Source: an optimization exercise on an open RTL-to-GDS flow (aim: small area). Production flows keep margins and buffers that such runs may drop. Only simulation tests tie the RTL to the original design; equivalence was not proved. Power and IR drop assume default switching activity.

// execCore
module execCore #(
    parameter int dataWidth = 18,
    parameter int pcWidth   = 9,
    parameter int memDepth  = 32
) (
    input  logic                            clk,
    input  logic                            rst,
    input  logic                            regWriteE,
    input  logic                            memWriteE,
    input  ctrlPkg::resultSrc               resultSrcE,
    input  logic                            aluSrcE,
    input  logic                            branchE,
    input  logic                            jumpE,
    input  logic                            flushE,
    input  cpuPkg::aluOp                    aluCtrlE,
    input  logic [dataWidth-1:0]            rd1E,
    input  logic [dataWidth-1:0]            rd2E,
    input  logic [dataWidth-1:0]            immE,
    input  logic [pcWidth-1:0]              pcE,
    input  logic [cpuPkg::regAddrWidth-1:0] rs1E,
    input  logic [cpuPkg::regAddrWidth-1:0] rs2E,
    input  logic [cpuPkg::regAddrWidth-1:0] rdE,
    output logic                            pcSrcE,
    output logic [pcWidth-1:0]              pcTargetE,
    output logic [dataWidth-1:0]            resultW,
    output logic [cpuPkg::regAddrWidth-1:0] rdW,
    output logic                            regWriteW
);
    localparam int addrWidth = $clog2(memDepth);
    localparam int levels    = $clog2(dataWidth);
    logic                            regWriteM;
    logic                            memWriteM;
    logic                            memHoldM;     
    ctrlPkg::resultSrc               resultSrcM;
    logic [cpuPkg::regAddrWidth-1:0] rdM;
    logic                            mValid;       
    logic [dataWidth-1:0]            aluResultM;
    logic [dataWidth-1:0]            writeDataM;
    logic memLive, wbLive;
    logic fwdAMem, fwdAWb, fwdBMem, fwdBWb;
    assign memLive = regWriteM && (rdM != '0);
    assign wbLive  = regWriteW && (rdW != '0);
    assign fwdAMem = memLive && (rdM == rs1E);
    assign fwdAWb  = !fwdAMem && wbLive && (rdW == rs1E);
    assign fwdBMem = memLive && (rdM == rs2E);
    assign fwdBWb  = !fwdBMem && wbLive && (rdW == rs2E);
    logic [dataWidth-1:0] srcA;
    logic [dataWidth-1:0] srcBFwd;   
  ...
export LEC_CHECK = 0
export CAP_MARGIN = 20
export CORE_MARGIN = 2
export CORE_UTILIZATION = 50
export SLEW_MARGIN = 20
export SYNTH_HIERARCHICAL = 1
create_clock -name core_clock -period 9.3 [get_ports {clk}]
standard.sh (not shown) runs the stock make flow with config.mk's settings and CLKGATE_MAP_FILE= SYNTH_SCRIPT=/design/flow/synth_recipe.tcl, a recipe that flattens the netlist after the stock synthesis.
==> flow/flow/run.sh <==
#!/bin/bash
# Standard synthesis, then the standard layout with the smallest buffer on
# each port, a clock tree of clkbuf_8 leaves over larger sink clusters without
# dummy loads.
# Each call's full output goes to its own log here.
set -euo pipefail
bash standard.sh synth > synth.log 2>&1
bash standard.sh \
  "BUFFER_PORTS_ARGS=-buffer_cell sky130_fd_sc_hd__buf_1" \
  "CTS_ARGS=-sink_clustering_enable -repair_clock_nets -dont_use_dummy_load -buf_list sky130_fd_sc_hd__clkbuf_8 -root_buf sky130_fd_sc_hd__clkbuf_16 -sink_clustering_size 16 -sink_clustering_max_diameter 60" \
  finish > layout.log 2>&1
Rerun with:
--- a/flow/flow/run.sh
+++ b/flow/flow/run.sh
@@ -9,3 +9,3 @@
   "BUFFER_PORTS_ARGS=-buffer_cell sky130_fd_sc_hd__buf_1" \
-  "CTS_ARGS=-sink_clustering_enable -repair_clock_nets -dont_use_dummy_load -buf_list sky130_fd_sc_hd__clkbuf_8 -root_buf sky130_fd_sc_hd__clkbuf_16 -sink_clustering_size 16 -sink_clustering_max_diameter 60" \
+  "CTS_ARGS=-sink_clustering_enable -repair_clock_nets -dont_use_dummy_load -buf_list sky130_fd_sc_hd__clkbuf_8 -root_buf sky130_fd_sc_hd__clkbuf_16 -sink_clustering_size 18 -sink_clustering_max_diameter 70" \
   finish > layout.log 2>&1
The changed run completed with no timing, DRC or antenna violations.
First-iteration DRC count rose by 3.9%.
Setup slack gains 0.035 ns.
Synthesized area does not change.
Sequential power hardly moves.
Utilization went down by 0.15 points.
Final area stays flat.
Fmax rises by 0.40%.
Via count barely changes.

Another version of the RTL of execCore (not shown whole).
Size in the first run: roughly 2700 cells after synthesis, ~0.028 mm² of cells after synthesis.
// execCore
module execCore #(
    parameter int dataWidth = 18,
    parameter int pcWidth   = 9,
    parameter int memDepth  = 32
) (
    input  logic                            clk,
    input  logic                            rst,
    input  logic                            regWriteE,
    input  logic                            memWriteE,
    input  ctrlPkg::resultSrc               resultSrcE,
    input  logic                            aluSrcE,
    input  logic                            branchE,
    input  logic                            jumpE,
    input  logic                            flushE,
    input  cpuPkg::aluOp                    aluCtrlE,
    input  logic [dataWidth-1:0]            rd1E,
    input  logic [dataWidth-1:0]            rd2E,
    input  logic [dataWidth-1:0]            immE,
    input  logic [pcWidth-1:0]              pcE,
    input  logic [cpuPkg::regAddrWidth-1:0] rs1E,
    input  logic [cpuPkg::regAddrWidth-1:0] rs2E,
  ...
clock: 9.3 ns
lec_check: 0
cap_margin: 20
core_margin: 2
core_utilization: 50
slew_margin: 20
==> flow/flow/run.sh <==
#!/bin/bash
# Standard synthesis, then the standard layout with the smallest buffer on
# each port, a clock tree of clkbuf_8 leaves over larger sink clusters without
# dummy loads, and power recovery (downsizing off the critical paths) after
# global routing. Each call's full output goes to its own log here.
set -euo pipefail
bash standard.sh synth > synth.log 2>&1
bash standard.sh \
  "BUFFER_PORTS_ARGS=-buffer_cell sky130_fd_sc_hd__buf_1" \
  "CTS_ARGS=-sink_clustering_enable -repair_clock_nets -dont_use_dummy_load -buf_list sky130_fd_sc_hd__clkbuf_8 -root_buf sky130_fd_sc_hd__clkbuf_16 -sink_clustering_size 16 -sink_clustering_max_diameter 60" \
  "RECOVER_POWER=100" \
  finish > layout.log 2>&1
The starting point finished but fails on capacitance limit, slew limit.
Rerun with:
==> flow/run.sh (new file) <==
#!/bin/bash
# synth_recipe.tcl (not shown) runs the flow's synth.tcl, then flattens the netlist and writes it again
# the make line also repeats each setting of config.mk as NAME=value (left out here)
make -C /OpenROAD-flow-scripts/flow DESIGN_CONFIG=/design/flow/config.mk WORK_HOME=/design/flow/orfs CLKGATE_MAP_FILE= SYNTH_SCRIPT=/design/flow/synth_recipe.tcl finish
- CORE_UTILIZATION: 50 -> 40
removed: flow/flow/run.sh
removed: flow/standard.sh
What happened: The new run finished clean. Via count fell slightly. Maximum frequency shrinks by a few percent. Total power goes up by about a fifth. Routed wire length stays flat. Cell area rises by roughly a tenth. Die area rose by a quarter to a third. Register-to-register slack gains 1.1 ns. Clock-buffer cell count goes up by 50. Sequential power shrinks slightly. Setup slack got worse by 0.24 ns. Cell count rose by a little under a tenth.
Rerun with:
==> flow/flow/run.sh (new file) <==
#!/bin/bash
# Standard synthesis, then the standard layout with the smallest buffer on
# each port, a clock tree of clkbuf_8 leaves over larger sink clusters without
# dummy loads.
# Each call's full output goes to its own log here.
set -euo pipefail
bash standard.sh synth > synth.log 2>&1
bash standard.sh \
  "BUFFER_PORTS_ARGS=-buffer_cell sky130_fd_sc_hd__buf_1" \
  "CTS_ARGS=-sink_clustering_enable -repair_clock_nets -dont_use_dummy_load -buf_list sky130_fd_sc_hd__clkbuf_8 -root_buf sky130_fd_sc_hd__clkbuf_16 -sink_clustering_size 16 -sink_clustering_max_diameter 60" \
  finish > layout.log 2>&1
==> flow/standard.sh (new file) <==
#!/bin/bash
# synth_recipe.tcl (not shown) runs the flow's synth.tcl, then flattens the netlist and writes it again
# the make line also repeats each setting of config.mk as NAME=value (left out here)
make -C /OpenROAD-flow-scripts/flow DESIGN_CONFIG=/design/flow/config.mk WORK_HOME=/design/flow/orfs CLKGATE_MAP_FILE= SYNTH_SCRIPT=/design/flow/synth_recipe.tcl "${@:-finish}"
- CORE_UTILIZATION: 40 -> 50
removed: flow/run.sh
Sequential cell count does not change.
Via count grows slightly.
Sequential share of layout area rises by 3.5 points.
Worst setup slack improves by 0.51 ns.
Worst hold slack gains 0.026 ns.
Register-to-register slack is worse by 0.68 ns.
First-iteration DRC count came out higher by a few percent.
Global-route usage goes up by 9.4 points.
Wire length stays flat.
Non-clock buffer count is lower by 15.
Fmax increases by a few percent.

-- separate check: timing with driven ports --
In the flow no input, the clock included, has a driving cell. The finished layouts below were timed again as built, in two steps. Step 1 assumes that a clkbuf_16 drives the clock port and a buf_2 every other input. Step 2, shift: input delay + t, output delay - t, t = (earliest + latest rising clock arrival at the registers) / 2. This alone moves slack from input paths to output paths. Slacks: no drivers / after step 1 / after step 2; pairs: no drivers / after step 1.
| run | t (ns) | setup WS [ns] | worst register clock-pin slew, ns |
|---|---|---|---|
| the first run of note 1 | 0.617 | 0.564 / 0.536 / 0.536 | 0.10 / 0.10 |
| the second run of note 1 | 0.611 | 0.599 / 0.566 / 0.566 | 0.12 / 0.12 |
| the first run of note 2 | 0.639 | 0.326 / 0.275 / 0.275 | 0.11 / 0.11 |
| the second run of note 2 | 0.684 | 0.088 / 0.065 / 0.065 | 0.07 / 0.07 |
| the third run of note 2 | 0.641 | 0.593 / 0.538 / 0.538 | 0.11 / 0.11 |
The setup slack of the third run of note 2, which loses most, moves by -0.055 ns with the drivers and by -0.055 ns with both steps.
